Source: an optimization exercise on an open RTL-to-GDS flow (aim: small area and a short achievable clock period). Production flows keep margins and buffers that such runs may drop. Only simulation tests tie the RTL to the original design; equivalence was not proved. Power figures rest on the tool's default switching activity, not on a simulated workload.

==> inputs of run E <==
## dla_core
module dla_core #(
    parameter int SIZE     = 8,
    parameter int DATA_WID = 16,
    parameter int ACC_WID  = 40
) (
    input  logic                          clock,
    input  logic                          rst,
    input  logic                          tile_start,
    input  logic [DIM_WID-1:0]            tile_length,
    input  logic [DIM_WID-1:0]            tile_height,
    input  logic [DEPTH_WID-1:0]          valid_num,
    input  logic [SHIFT_WID-1:0]          qtf_shift,
    input  logic [SIZE*DATA_WID-1:0]      bias,
    output logic                          busy,
    input  logic                          beat_valid,
    input  logic signed [DATA_WID-1:0]    ifm_pixel,
    input  logic [SIZE*DATA_WID-1:0]      wgt_vec,
    input  logic [ADDR_WID-1:0]           of_base_addr,
    input  logic [ADDR_WID-1:0]           of_page_length,
    output logic                          of_wr_en,
    output logic [ADDR_WID-1:0]           of_wr_addr,
    output logic [SIZE*DATA_WID-1:0]      of_wr_data,
    output logic                          tile_done
);
==> flow/config.mk <==
export PLATFORM = sky130hd
export DESIGN_NAME = dla_core
export DESIGN_NICKNAME = dla_core
export VERILOG_FILES = /design/flow/design.v
export SDC_FILE = /design/flow/constraint.sdc
export NUM_CORES = 4
export LEC_CHECK = 0
export CAP_MARGIN = 20
export CORE_MARGIN = 2
export CORE_UTILIZATION = 40
export SETUP_SLACK_MARGIN = 5
export SLEW_MARGIN = 20
==> flow/constraint.sdc <==
create_clock -name core_clock -period 9.0 [get_ports {clock}]
set_input_delay 1.8000 -clock core_clock [delete_from_list [all_inputs] [get_ports {clock}]]
set_output_delay 1.8000 -clock core_clock [all_outputs]
set_load 0.01 [all_outputs]
standard.sh (not shown) runs the stock make flow with config.mk's settings and CLKGATE_MAP_FILE= SYNTH_SCRIPT=/design/flow/synth_recipe.tcl, a recipe that flattens the netlist after the stock synthesis.
==> flow/flow/run.sh <==
#!/bin/bash
# Own layout flow: the standard synthesis unchanged, then the standard ORFS
# steps with the resizer allowed to change a cell's footprint (so repair can
# upsize gates on the critical paths). Each step's full output goes to a log
# file in this folder; ORFS's own per-step logs stay under orfs/logs.
set -euo pipefail
bash standard.sh synth > synth.log 2>&1
sed 's/CLKGATE_MAP_FILE= /CLKGATE_MAP_FILE= MATCH_CELL_FOOTPRINT=0 /' standard.sh > layout.sh
bash layout.sh finish > layout.log 2>&1
==> run F: changes against run E <==
==> flow/run.sh (new file) <==
#!/bin/bash
# synth_recipe.tcl (not shown) runs the flow's synth.tcl, then flattens the netlist and writes it again
# the make line also repeats each setting of config.mk as NAME=value (left out here)
make -C /OpenROAD-flow-scripts/flow DESIGN_CONFIG=/design/flow/config.mk WORK_HOME=/design/flow/orfs CLKGATE_MAP_FILE= SYNTH_SCRIPT=/design/flow/synth_recipe.tcl finish
removed: flow/flow/run.sh
removed: flow/standard.sh
==> run D: changes against run E <==
==> flow/flow/run.sh (replaced) <==
#!/bin/bash
# Own layout flow:
#  1. the standard synthesis, unchanged;
#  2. flow/invpush.py rewrites its netlist: a full adder is self-dual, so
#     inverters on two or three of an adder's inputs are moved to its outputs,
#     where most cancel against the inverters that follow (no register is
#     touched);
#  3. the standard ORFS steps from floorplan to finish, with the resizer
#     allowed to change a cell's footprint so repair can upsize gates.
# Each step's full output goes to a log file in this folder; ORFS's own
# per-step logs stay under orfs/logs.
set -euo pipefail
bash standard.sh synth > synth.log 2>&1
EXTRA="MATCH_CELL_FOOTPRINT=0"
R=orfs/results/${FLOW_PLATFORM:-sky130hd}/dla_core/base
cp $R/1_2_yosys.v synth_netlist.v
python3 flow/invpush.py synth_netlist.v $R/1_2_yosys.v > invpush.log 2>&1
rm -f $R/1_synth.odb $R/1_synth.sdc
sed 's/ "${@:-finish}"/ '"$EXTRA"' "${@:-finish}"/' standard.sh > layout.sh
bash layout.sh finish > layout.log 2>&1
==> flow/flow/invpush.py (new file) <==
#!/usr/bin/env python3
"""Push inverters through full adders in a flat sky130hd netlist.

A full adder is self-dual: fa(~a, ~b, ~c) = (~sum, ~cout). Where two or three
of a full adder's inputs come from inverters, the adder is rewired to the
uninverted signals (an inverter is added on any input that was not
inverted) and its outputs are inverted instead; double inverters are then
bypassed and inverters left without loads removed.

Usage: invpush.py IN.v OUT.v
"""
import re
import sys
from collections import defaultdict

INV = re.compile(r"sky130_fd_sc_hd__(clk)?inv_\d+$")
FA = re.compile(r"sky130_fd_sc_hd__fa_\d+$")
OUTPINS = {"X", "Y", "Q", "Q_N", "SUM", "COUT", "HI", "LO"}

src = open(sys.argv[1]).read()
m = re.search(r"\bmodule\s+(\w+)\s*\((.*?)\);", src, re.S)
head_end = m.end()
endm = src.rindex("endmodule")
body = src[head_end:endm]

# statements in the body
stmts = [s.strip() for s in body.split(";") if s.strip()]
decls, assigns, insts = [], [], []
inst_re = re.compile(r"^(\S+)\s+(\S+)\s*\((.*)\)$", re.S)
ports_out = set()
ports_in = set()
for s in stmts:
    if s.startswith(("wire", "input", "output", "inout", "reg")):
        decls.append(s)
        if s.startswith("output"):
            ports_out.update(re.findall(r"([\w\\\[\]\.$]+)\s*$", s))
        continue
    if s.startswith("assign"):
        assigns.append(s)
        continue
    mm = inst_re.match(s)
    if not mm:
        decls.append(s)
        continue
    pins = {}
    for p, n in re.findall(r"\.(\w+)\s*\(\s*([^()]*?)\s*\)", mm.group(3)):
        pins[p] = n
    insts.append([mm.group(1), mm.group(2), pins])

# nets used in assigns or as ports are kept as they are
protected = set()
for a in assigns:
    for tok in re.findall(r"[\\\w][^\s,;{}=]*", a[len("assign"):]):
        protected.add(tok.strip())
for d in decls:
    if d.startswith(("input", "output", "inout")):
        for tok in re.findall(r"(\\\S+|\w+)\s*$", d):
            protected.add(tok)

cells = {}
for t, n, p in insts:
    cells[n] = [t, p]

newid = [0]


def fresh(prefix):
    newid[0] += 1
    return f"{prefix}{newid[0]}_"


new_wires = []


def build_maps():
    drv, loads = {}, defaultdict(list)
    for n, (t, p) in cells.items():
        for pin, net in p.items():
            if pin in OUTPINS:
                drv[net] = n
            else:
                loads[net].append((n, pin))
    return drv, loads


def is_inv(n):
    return n in cells and INV.search(cells[n][0]) is not None


changed = True
rounds = 0
while changed and rounds < 50:
    changed = False
    rounds += 1
    drv, loads = build_maps()
    for n in list(cells):
        if n not in cells:
            continue
        t, p = cells[n]
        if not FA.search(t):
            continue
        ins = ["A", "B", "CIN"]
        inv_in = [drv.get(p[i]) if is_inv(drv.get(p[i])) else None for i in ins]
        k = sum(1 for x in inv_in if x)
        if k < 2:
            continue
        # rewire inputs
        for i, iv in zip(ins, inv_in):
            if iv:
                p[i] = cells[iv][1]["A"]
            else:
                w = "_ip" + fresh("") 
                w = "\\" + w.lstrip("\\") if False else w
                new_wires.append(w)
                cells[fresh("_ipinv")] = ["sky130_fd_sc_hd__inv_1", {"A": p[i], "Y": w}]
                p[i] = w
        # invert outputs
        for o in ("SUM", "COUT"):
            if o not in p:
                continue
            old = p[o]
            w = fresh("_op")
            new_wires.append(w)
            p[o] = w
            cells[fresh("_opinv")] = ["sky130_fd_sc_hd__inv_1", {"A": w, "Y": old}]
        changed = True
        drv, loads = build_maps()
    # bypass double inverters: inv2(inv1(x)) -> loads of inv2 read x
    drv, loads = build_maps()
    for n in list(cells):
        if n not in cells or not is_inv(n):
            continue
        t, p = cells[n]
        d = drv.get(p["A"])
        if d is None or not is_inv(d):
            continue
        x = cells[d][1]["A"]
        y = p["Y"]
        if y in protected:
            continue
        for (ln, lp) in loads[y]:
            cells[ln][1][lp] = x
        del cells[n]
        changed = True
        drv, loads = build_maps()
    # remove dead inverters
    drv, loads = build_maps()
    for n in list(cells):
        if is_inv(n) and not loads.get(cells[n][1]["Y"]) and cells[n][1]["Y"] not in protected:
            del cells[n]
            changed = True

out = [src[:head_end]]
for d in decls:
    out.append("  " + d + " ;")
for w in new_wires:
    out.append(f"  wire {w};")
for n, (t, p) in cells.items():
    conns = ", ".join(f".{k}({v} )" for k, v in p.items())
    out.append(f"  {t} {n} ({conns});")
for a in assigns:
    out.append("  " + a + " ;")
out.append("endmodule")
open(sys.argv[2], "w").write("\n".join(out) + "\n")
ninv = sum(1 for n in cells if is_inv(n))
print(f"rounds {rounds}, inverters now {ninv}", file=sys.stderr)
==> notes <==
Run F finished clean. Run D ran to the end with no violations. Run E finished clean. Sequential power is about the same in run D and run F. Sequential cell count is the same in run E and run D. Clock skew, highest first: run D, run F, run E. First-iteration DRC count, lowest first: run D, run F, run E.

* * *

==> trial 30 <==
dla_core, a different RTL version from the one above (not shown whole).
==> module mac_row, before the edit <==
module mac_row (
    input  logic                            clock,
    input  logic                            rst,
    input  logic                            v1,
    input  logic                            f1,
    input  logic                            l1,
    input  logic [7:0]                      neg1,
    input  logic [7:0]                      one1,
    input  logic [7:0]                      two1,
    input  logic [127:0]                    w1,
    input  logic [127:0]                    bias,
    output logic                            pv3,
    output logic [7:0][SUM_WID-1:0]         acc
);
    logic                          v2, f2, l2;
    logic [7:0][SUM_WID-1:0]       ps, pc, ps2, pc2;
    for (genvar i = 0; i < 8; i++) begin : g_lane
        booth_mul u_mul (
            .neg (neg1),
            .one (one1),
            .two (two1),
            .w   (w1[16*i +: 16]),
            .ps  (ps[i]),
            .pc  (pc[i])
        );
    end
    always_ff @(posedge clock) begin
        if (rst) begin
            v2 <= 1'b0;
        end else begin
            v2 <= v1;
        end
    end
    always_ff @(posedge clock) begin
        f2  <= f1;
        l2  <= l1;
        ps2 <= ps;
        pc2 <= pc;
    end
    always_ff @(posedge clock) begin
        if (rst) begin
            pv3 <= 1'b0;
        end else begin
            pv3 <= v2 && l2;
        end
    end
    for (genvar i = 0; i < 8; i++) begin : g_acc
        logic [SUM_WID-1:0] base, xs, xc;
        assign base = f2 ? SUM_WID'($signed(bias[16*i +: 16])) : acc[i];
        assign xs   = base ^ ps2[i] ^ pc2[i];
        assign xc   = ((base & ps2[i]) | (pc2[i] & (base ^ ps2[i]))) << 1;
        always_ff @(posedge clock) begin
            if (v2) begin
                acc[i] <= xs + xc;
            end
        end
    end
endmodule
==> module glb_writer, before the edit <==
module glb_writer (
    input  logic                  clock,
    input  logic                  rst,
    input  logic [ADDR_WID-1:0]   of_base_addr,
    input  logic [ADDR_WID-1:0]   of_page_length,
    input  logic                  pv4,
    input  logic                  e4,
    input  logic                  t4,
    input  logic [127:0]          q4,
    output logic                  of_wr_en,
    output logic [ADDR_WID-1:0]   of_wr_addr,
    output logic [127:0]          of_wr_data,
    output logic                  tile_done
);
    logic                nf;         
    logic                peor;       
    logic [ADDR_WID-1:0] row_base;   
    logic [ADDR_WID-1:0] ax, ay, an;
    assign ax = nf ? of_base_addr : (peor ? row_base : of_wr_addr);
    assign ay = nf ? '0 : (peor ? of_page_length : ADDR_WID'(1));
    assign an = ax + ay;
    always_ff @(posedge clock) begin
        if (rst) begin
            of_wr_en  <= 1'b0;
            tile_done <= 1'b0;
            nf        <= 1'b1;
        end else begin
            of_wr_en  <= pv4;
            tile_done <= pv4 && t4;
            if (pv4) begin
                nf <= t4;
            end
        end
    end
    always_ff @(posedge clock) begin
        of_wr_data <= q4;
        if (pv4) begin
            peor       <= e4;
            of_wr_addr <= an;
            if (nf || peor) begin
                row_base <= an;
            end
        end
    end
endmodule
clock: 9.0 ns
lec_check: 0
cap_margin: 20
core_margin: 2
core_utilization: 40
slew_margin: 20
run.sh (not shown) runs the stock make flow with config.mk's settings and CLKGATE_MAP_FILE= SYNTH_SCRIPT=/design/flow/synth_recipe.tcl, a recipe that flattens the netlist after the stock synthesis.
Stock flow here: none of the scripts above is used.
==> trial 14 (differences from trial 30) <==
--- a/flow/design.v
+++ b/flow/design.v
@@ -118,2 +118,3 @@
     logic [7:0][SUM_WID-1:0]       ps, pc, ps2, pc2;
+    logic [127:0]                  bias_r;
     for (genvar i = 0; i < 8; i++) begin : g_lane
@@ -140,2 +141,3 @@
         pc2 <= pc;
+        bias_r <= bias;
     end
@@ -150,3 +152,3 @@
         logic [SUM_WID-1:0] base, xs, xc;
-        assign base = f2 ? SUM_WID'($signed(bias[16*i +: 16])) : acc[i];
+        assign base = f2 ? SUM_WID'($signed(bias_r[16*i +: 16])) : acc[i];
         assign xs   = base ^ ps2[i] ^ pc2[i];
@@ -475,4 +477,9 @@
     logic [ADDR_WID-1:0] ax, ay, an;
-    assign ax = nf ? of_base_addr : (peor ? row_base : of_wr_addr);
-    assign ay = nf ? '0 : (peor ? of_page_length : ADDR_WID'(1));
+    logic [ADDR_WID-1:0] base_r, page_r;
+    always_ff @(posedge clock) begin
+        base_r <= of_base_addr;
+        page_r <= of_page_length;
+    end
+    assign ax = nf ? base_r : (peor ? row_base : of_wr_addr);
+    assign ay = nf ? '0 : (peor ? page_r : ADDR_WID'(1));
     assign an = ax + ay;
SETUP_SLACK_MARGIN = 4.5   (was not set)
==> build 5 (differences from trial 30) <==
--- a/flow/design.v
+++ b/flow/design.v
@@ -118,2 +118,3 @@
     logic [7:0][SUM_WID-1:0]       ps, pc, ps2, pc2;
+    logic [127:0]                  bias_r;
     for (genvar i = 0; i < 8; i++) begin : g_lane
@@ -140,2 +141,3 @@
         pc2 <= pc;
+        bias_r <= bias;
     end
@@ -150,3 +152,3 @@
         logic [SUM_WID-1:0] base, xs, xc;
-        assign base = f2 ? SUM_WID'($signed(bias[16*i +: 16])) : acc[i];
+        assign base = f2 ? SUM_WID'($signed(bias_r[16*i +: 16])) : acc[i];
         assign xs   = base ^ ps2[i] ^ pc2[i];
@@ -475,4 +477,9 @@
     logic [ADDR_WID-1:0] ax, ay, an;
-    assign ax = nf ? of_base_addr : (peor ? row_base : of_wr_addr);
-    assign ay = nf ? '0 : (peor ? of_page_length : ADDR_WID'(1));
+    logic [ADDR_WID-1:0] base_r, page_r;
+    always_ff @(posedge clock) begin
+        base_r <= of_base_addr;
+        page_r <= of_page_length;
+    end
+    assign ax = nf ? base_r : (peor ? row_base : of_wr_addr);
+    assign ay = nf ? '0 : (peor ? page_r : ADDR_WID'(1));
     assign an = ax + ay;
==> flow_metrics.env <==
export IMPL_period_share_pct=62.8
export IMPL_fin_area_sq_mm=0.123
export IMPL_nNonClkInverters=1145
export IMPL_worst_slack_ns=3.35
export IMPL_status="finished clean"
export IMPL_die_h_microns=528
export IMPL_power_switching_uw=19400
-- figures above: build 5

==> flow_metrics.env <==
export IMPL_status="finished clean"
export IMPL_period_share_pct=64.7
export IMPL_power_leader="combinational logic"
export IMPL_worst_slack_ns=3.18
export IMPL_die_h_microns=521
export IMPL_start_util_pct=40.3
export IMPL_fin_area_sq_mm=0.119
export IMPL_reg2reg_depth=14
export IMPL_power_switching_uw=19700
export IMPL_highest_layer="met5"
export IMPL_nNonClkInverters=1156
-- figures above: trial 30

==> flow_metrics.env <==
export IMPL_start_util_pct=40.2
export IMPL_nNonClkInverters=1145
export IMPL_die_h_microns=528
export IMPL_drv_cap=0
export IMPL_power_switching_uw=20100
export IMPL_status="finished clean"
export IMPL_clkPwrFrac_pct=16.4
export IMPL_period_share_pct=50.6
export IMPL_max_freq_mhz=220
export IMPL_fin_area_sq_mm=0.124
export IMPL_largest_register_ffs=288
export IMPL_worst_slack_ns=4.44
-- figures above: trial 14

-- port drivers added, routing unchanged --
The results above use ideal ports. As a check the final layouts listed here were re-extracted and re-timed, cells and wires unchanged.
Step 1: set_driving_cell puts a clkbuf_16 on clock and a buf_2 on each other input, an assumption about the parent block.
Step 2 times the ports against the registers' clock, not the clock port: input delays grow and output delays shrink by t, the midpoint of the rising clock arrivals with the driver on.
Slacks: ideal / step 1 / step 2; pairs: ideal / step 1.
| run | t, ns | setup slack, ns | pins driven straight from the clock port |
|---|---|---|---|
| run E | 0.951 | 4.979 / 4.979 / 4.350 | 1 |
| run F | 0.966 | 4.868 / 4.868 / 4.349 | 1 |
| run D | 0.937 | 4.969 / 4.969 / 4.238 | 1 |
| trial 30 | 0.926 | 3.178 / 3.178 / 2.443 | 1 |
| trial 14 | 0.955 | 4.445 / 4.445 / 4.437 | 1 |
| build 5 | 0.947 | 3.345 / 3.345 / 3.345 | 1 |
After both steps setup and hold are still met in every run listed. For trial 30, which loses most, drivers alone change the setup slack by 0.000 ns; drivers and shift together by -0.735 ns.
